Source: an optimization exercise on an open RTL-to-GDS flow (aim: small area). Production flows keep margins and buffers that such runs may drop. In this exercise RTL edits were held to simulation tests only and were not proved equivalent to the original. Power and IR drop assume default switching activity.

==> flow/design.v, too long to show whole: its modules and the start of the top module <==
// module des_input_stage: 18 lines
// module des_feistel: 36 lines
// module des_sbox0: 744 lines
// module des_sbox1: 682 lines
// module des_sbox2: 730 lines
// module des_sbox3: 620 lines
// module des_sbox4: 864 lines
// module des_sbox5: 662 lines
// module des_sbox6: 790 lines
// module des_sbox7: 628 lines
// module des_round: 32 lines
// module des_output_stage: 17 lines
// module des_top: 79 lines
module des_top (
    input  wire logic                 clk,
    input  wire logic                 rst_n,
    input  wire logic                 in_valid,
    input  wire des_pkg::des_block_t  key,
    input  wire des_pkg::des_block_t  value,
    output logic                      out_valid,
    output des_pkg::des_block_t       msg
);
  // ...
==> flow/flow/run.sh <==
#!/bin/bash
# Standard ORFS layout; only these differ:
# - synthesis maps with an area-oriented ABC script (flow/my.abc) and skips
#   half-adder extraction; registers are untouched;
# - port buffers are the smallest buffer (repair_design upsizes them if needed);
# - clock tree: clkbuf_8 only, larger sink clusters.
set -euo pipefail
W=$(pwd)
bash standard.sh SYNTH_SCRIPT=$W/flow/my_synth.tcl ADDER_MAP_FILE= \
  "BUFFER_PORTS_ARGS=-buffer_cell sky130_fd_sc_hd__buf_1" \
  "CTS_ARGS=-sink_clustering_enable -repair_clock_nets -buf_list sky130_fd_sc_hd__clkbuf_8 -sink_clustering_size 14 -sink_clustering_max_diameter 70 -dont_use_dummy_load" \
  finish > $W/orfs_flow.log 2>&1
==> flow/flow/my.abc <==
strash
dch -f
map -a
strash
dch -f
amap
strash
dch -f
map -a
strash
dch -f
amap
topo
==> flow/flow/my_synth.tcl <==
# synth_recipe.tcl with one change: the technology mapping step runs the
# ABC script in flow/my.abc instead of ORFS's abc_area.script
proc synth {args} { yosys synth -nofsm -noshare {*}$args }
proc abc {args} {
  set i [lsearch -exact $args -script]
  if { $i >= 0 } {
    set args [lreplace $args $i [expr {$i + 1}] -script [file dirname $::env(SYNTH_SCRIPT)]/my.abc]
  }
  yosys abc {*}$args
}
source $::env(SCRIPTS_DIR)/synth.tcl
# left out here: clear keep_hierarchy, flatten, clean up, hide names made inside functions, write 1_2_yosys.v
==> flow/standard.sh <==
#!/bin/bash
# synth_recipe.tcl (not shown) runs the flow's synth.tcl, then flattens the netlist and writes it again
# the make line also repeats each setting of config.mk as NAME=value (left out here)
make -C /OpenROAD-flow-scripts/flow DESIGN_CONFIG=/design/flow/config.mk WORK_HOME=/design/flow/orfs CLKGATE_MAP_FILE= SYNTH_SCRIPT=/design/flow/synth_recipe.tcl "${@:-finish}"
==> flow/config.mk <==
export PLATFORM = sky130hd
export DESIGN_NAME = des_top
export DESIGN_NICKNAME = des_top
export VERILOG_FILES = /design/flow/design.v
export SDC_FILE = /design/flow/constraint.sdc
export NUM_CORES = 4
export LEC_CHECK = 0
export ABC_AREA = 1
export CAP_MARGIN = 10
export CORE_MARGIN = 2
export CORE_UTILIZATION = 75
export CTS_BUF_LIST = sky130_fd_sc_hd__clkbuf_8
export GPL_TIMING_DRIVEN = 0
export SETUP_SLACK_MARGIN = 0.15
export SLEW_MARGIN = 10
==> flow/constraint.sdc <==
create_clock -name core_clock -period 4.0 [get_ports {clk}]
set_input_delay 0.8000 -clock core_clock [delete_from_list [all_inputs] [get_ports {clk}]]
set_output_delay 0.8000 -clock core_clock [all_outputs]
set_load 0.01 [all_outputs]
==> flow_metrics.py, run 1 <==
metrics = {
    "status": {
        "status": "no timing/DRC/antenna violations",
    },
    "clocking": {
        "clock_path_buffers": 3,
        "cts_max_level": 4,
    },
    "timing": {
        "fin_crit_sh": 0.952,
        "min_period_ps": 3810,
        "slew_violations": 0,
        "fin_setup_tns_ps": 0,
        "skew_ps": 68.5,
    },
    "synth": {
        "synth_seq_cells": 1872,
        "synth_fa_ha_area_frac": 0,
        "synth.area.mux_share": 0,
        "post-synth-top-area-cell": "dfxtp_1",
        "synthCells": 11842,
        "post_synth_num_cell_types": 52,
    },
    "final_layout": {
        "final_cells": 13692,
        "final_cell_mix": "nor2_1 (3,244), dfxtp_1 (1,846), a21oi_1 (1,751)",
        "multi_input_cells": 8746,
        "largest-register": "g_node.g_reg.lr_q",
    },
    "worst_setup_path": {
        "crit_family": "compound AO/OA/AOI/OAI gates",
        "r2r_start": "g_node[12].g_reg.lr_q[4]",
        "r2r_setup_slack_ps": 190,
    },
    "power": {
        "powerDensity_nw_per_um2": 1030,
        "power_switching_share": 0.520,
    },
    "global_routing": {
        "grt_max_degree": 17,
    },
    "route": {
        "wl_mm": 276,
        "wl_met1_mm": 88.5,
    },
}
==> run 2, diff against run 1 <==
--- a/flow/config.mk
+++ b/flow/config.mk
@@ -10,3 +10,3 @@
 export CORE_MARGIN = 2
-export CORE_UTILIZATION = 75
+export CORE_UTILIZATION = 72
 export CTS_BUF_LIST = sky130_fd_sc_hd__clkbuf_8
==> run 2 against run 1 <==
- combinational power shrank 0.8%
- sequential share of layout area shrank 0.13 points
- flip-flop and latch count is the same
- design area grew 0.31%
- critical path depth grew 3
==> flow_metrics.py, run 2 <==
metrics = {
    "status": {
        "status": "no timing/DRC/antenna violations",
    },
    "synth": {
        "synth_area_leaders": "dfxtp_1 (44%), nor2_1 (14%), a21oi_1 (10%)",
        "post_synth_num_cell_types": 52,
        "async_flop_share": 0.00855,
        "synthFlopType": "dfxtp_1",
        "synthTopCellsByCount": "nor2_1 (3,244), dfxtp_1 (1,856), a21oi_1 (1,774)",
        "ys_warn_count": 20,
        "synth-edff-count": 0,
        "synth_nets": 11973,
        "synthCells": 11842,
        "synth_seq_cells": 1872,
        "yosysSeqAreaShare": 0.441,
        "mappedNetlistArea_um2": 85100,
        "synth.most_common_cell": "nor2_1",
        "post-synth-top-area-cell": "dfxtp_1",
        "avgSynthCellArea_um2": 7.18,
        "yosysTopAreaCellShare": 0.437,
    },
    "timing": {
        "skew_ps": 54.3,
        "worst_slew_pin_slew_ps": 1200,
        "slew_violations": 0,
        "final_hold_viol_count": 0,
        "setup_violations": 0,
        "fin_crit_sh": 0.968,
        "slew_headroom": 0.199,
        "min_period_ps": 3870,
        "fmax_mhz": 258,
        "fin_ws_ps": 128,
        "rsz0062_at_grt": "yes",
        "fin_setup_tns_ps": 0,
    },
    "route": {
        "ant_nets": 0,
        "vias": 88453,
        "routedWlPerCell_um": 20.1,
        "via_per_inst": 6.43,
        "drtIter0Drc": 11382,
        "wl_mm": 277,
        "drc": 0,
        "dr.pass1.iters": 19,
    },
    "global_routing": {
        "track_usage": 0.442,
        "grt_max_degree": 17,
        "grt_pass1_wl_mm": 424,
        "grt_antenna_before_repair": 3,
        "grt_overflow_total": 0,
        "first_global_vias": 79188,
    },
    "clocking": {
        "cts_max_level": 4,
        "cts_sinks": 1872,
        "tritoncts": "yes",
        "clock_path_buffers": 3,
        "clk_pin_slew_worst_paths_ps": 90,
        "cts_made_buffers": 153,
        "postCtsSetupBuffers": 0,
        "clock_latency_ps": 900,
        "cts-root-buf": "clkbuf_8",
    },
    "placement": {
        "dp.final_hpwl_mm": 215,
        "numPortBuffers": 187,
        "place_congestion": 1.15,
        "dpl_worst_slack_ps": 89.2,
    },
    "final_layout": {
        "largest-register": "g_node.g_reg.lr_q",
        "nFillCells": 8716,
        "syn2layout_area_growth_pct": 6.23,
        "layout_commonest_cell": "nor2_1",
        "largest_register_ffs": 1024,
        "drive_above_1_share": 0.0165,
        "final_cell_mix": "nor2_1 (3,244), dfxtp_1 (1,850), a21oi_1 (1,753)",
        "reg.largest.list": "g_node.g_reg.lr_q x1024, g_node.g_reg.cd_q x832, g_node.g_reg.v_q x16",
        "num-nets-final": 12347,
        "fin_util": 0.768,
    },
    "worst_setup_path": {
        "r2r-end": "g_node[11].g_reg.lr_q[2]",
        "critPathMaxFanout": 5,
        "r2r_start": "g_node[10].g_reg.lr_q[20]",
        "worstSetupEndpointType": "flop",
        "r2r_cells": 15,
        "arrival_ps": 4560,
        "r2r_setup_slack_ps": 130,
        "crit_type": "reg2reg",
        "required_ps": 4680,
        "start_kind": "flop",
    },
    "power": {
        "p_switching_uw": 47900,
        "power_frac_seq": 0.342,
        "p_leak_uw": 0.0339,
        "power_switching_share": 0.518,
        "intPower_uw": 44500,
        "powerDensity_nw_per_um2": 1020,
        "p_total_uw": 92400,
        "pwr-share-comb": 0.559,
        "ir_worst_vdd_v": 0.000535,
        "pwr-share-clk": 0.100,
    },
    "floorplan": {
        "start_util": 0.723,
        "dieArea_um2": 121000,
        "die_h_um": 348,
        "ios": 196,
        "dieWidth_um": 348,
        "rows": 126,
        "core_um2": 118000,
    },
    "min_path": {
        "hold_path_depth": 1,
        "hold_end": "g_node[1].g_reg.cd_q[29]",
        "min_from": "key[28]",
        "hp-class": "in2reg",
    },
    "run": {
        "maxCapViolations": 0,
    },
}
==> run 2: power groups by stage <==
stage                     clock, uW  sequential, uW  combinational, uW
after floorplan                   0           27700              37100
after detailed placement          0           31300              48500
after CTS                      9170           30800              48800
after global placement            0           31000              46700
final                          9210           31600              51600
after global routing           9910           31600              56900
==> run 2: worst max-delay path, cell delays in order (launching register included) <==
cell	delay [ps]
dfxtp_1	720
nor2_1	130
a21oi_2	300
clkinv_1	190
nor2_1	170
nor2_1	90
o21ai_0	260
a21oi_1	140
o22ai_1	180
o21a_1	180
or2_0	160
nor2_1	70
a21oi_1	180
nor2_1	60
o32ai_1	520
o21ai_0	340
==> run 2: kinds of logic after synthesis <==
kind of cell,count (synthesis),synth area share
AOI/OAI and AO/OA,4199,0.291
xor gates and xnor gates,8,0.000824
buffers and inverters,1224,0.0540
DFF,1872,0.441
and+or+nand+nor,4539,0.212
==> run 2: per-stage QoR <==
stage / hold slack (ps) / std cells / cell area (um2)
after floorplan: 310 / 11842 / 85100
after global placement: 310 / 13565 / 87700
after detailed placement: 312 / 13566 / 87700
after CTS: 0.381 / 13726 / 89900
after global routing: 48.1 / 13754 / 90400
final: 56.3 / 13756 / 90400
==> run 2: per-layer routing <==
layer,track usage,part of all wire,routed length (um)
met2,0.713,0.44,122000
met4,0.521,0.15,41000
met3,0.0880,0.086,23800
met5,0.00200,0.00010,28
met1,0.448,0.33,90500
==> run 2: how the worst max path moves through the flow <==
| stage | start | endpoint | slack, ps | cells after the start |
|---|---|---|---|---|
| 2_1_floorplan | value[59] | g_node[1].g_reg.lr_q[13] | 910 | 15 |
| 3_3_place_gp | g_node[3].g_reg.lr_q[20] | g_node[4].g_reg.lr_q[8] | 120 | 15 |
| 3_5_place_dp | value[29] | g_node[1].g_reg.lr_q[8] | 90 | 16 |
| 4_1_cts | g_node[6].g_reg.lr_q[8] | g_node[7].g_reg.lr_q[13] | 230 | 15 |
| 5_1_grt | g_node[10].g_reg.lr_q[20] | g_node[11].g_reg.lr_q[2] | 40 | 15 |
| 6_report | g_node[10].g_reg.lr_q[20] | g_node[11].g_reg.lr_q[2] | 130 | 15 |
==> run 2: final cells by class <==
| class | count | area [um2] | share of cell area |
|---|---|---|---|
| Tap cell | 1536 | 1920 | 0.0213 |
| Inverter | 1224 | 4590 | 0.0508 |
| Multi-Input combinational cell | 8746 | 43200 | 0.478 |
| Antenna cell | 6 | 15.0 | 0.000166 |
| Sequential cell | 1872 | 37600 | 0.416 |
| Clock buffer | 153 | 2110 | 0.0233 |
| Timing Repair Buffer | 219 | 1020 | 0.0113 |
==> run 2: repair_timing <==
action,4_1_cts,5_1_grt
hold endpoints to repair,22,24
endpoints found under the setup margin,0,48
resized for setup,0,48
hold buffers,7,24

-- what the ideal ports hide --
How much do the figures lean on ideal ports? The routed layouts below were timed once more, with nothing changed but the port constraints. Step 1: set_driving_cell puts a clkbuf_16 on clk and a buf_2 on each other input, an assumption about the parent block. Step 2, shift: input delay + t, output delay - t, t = (earliest + latest rising clock arrival at the registers) / 2. This alone moves slack from input paths to output paths. Three values: ideal, step 1, step 2; two values: the first two.
run | t, ns | slack for setup (ns) | hold WS [ns] | worst setup path after step 2 | pins driven straight from the clock port
run 1 | 0.976 | 0.194 / 0.194 / -0.060 | 0.000 / -0.055 / 0.316 | input to register | 1
run 2 | 0.953 | 0.128 / 0.128 / -0.339 | 0.056 / -0.005 / 0.316 | input to register | 1
Met with ideal ports but missed after step 2: setup timing in run 1 and run 2. The setup slack of run 2, which loses most, moves by 0.000 ns with the drivers and by -0.467 ns with both steps.
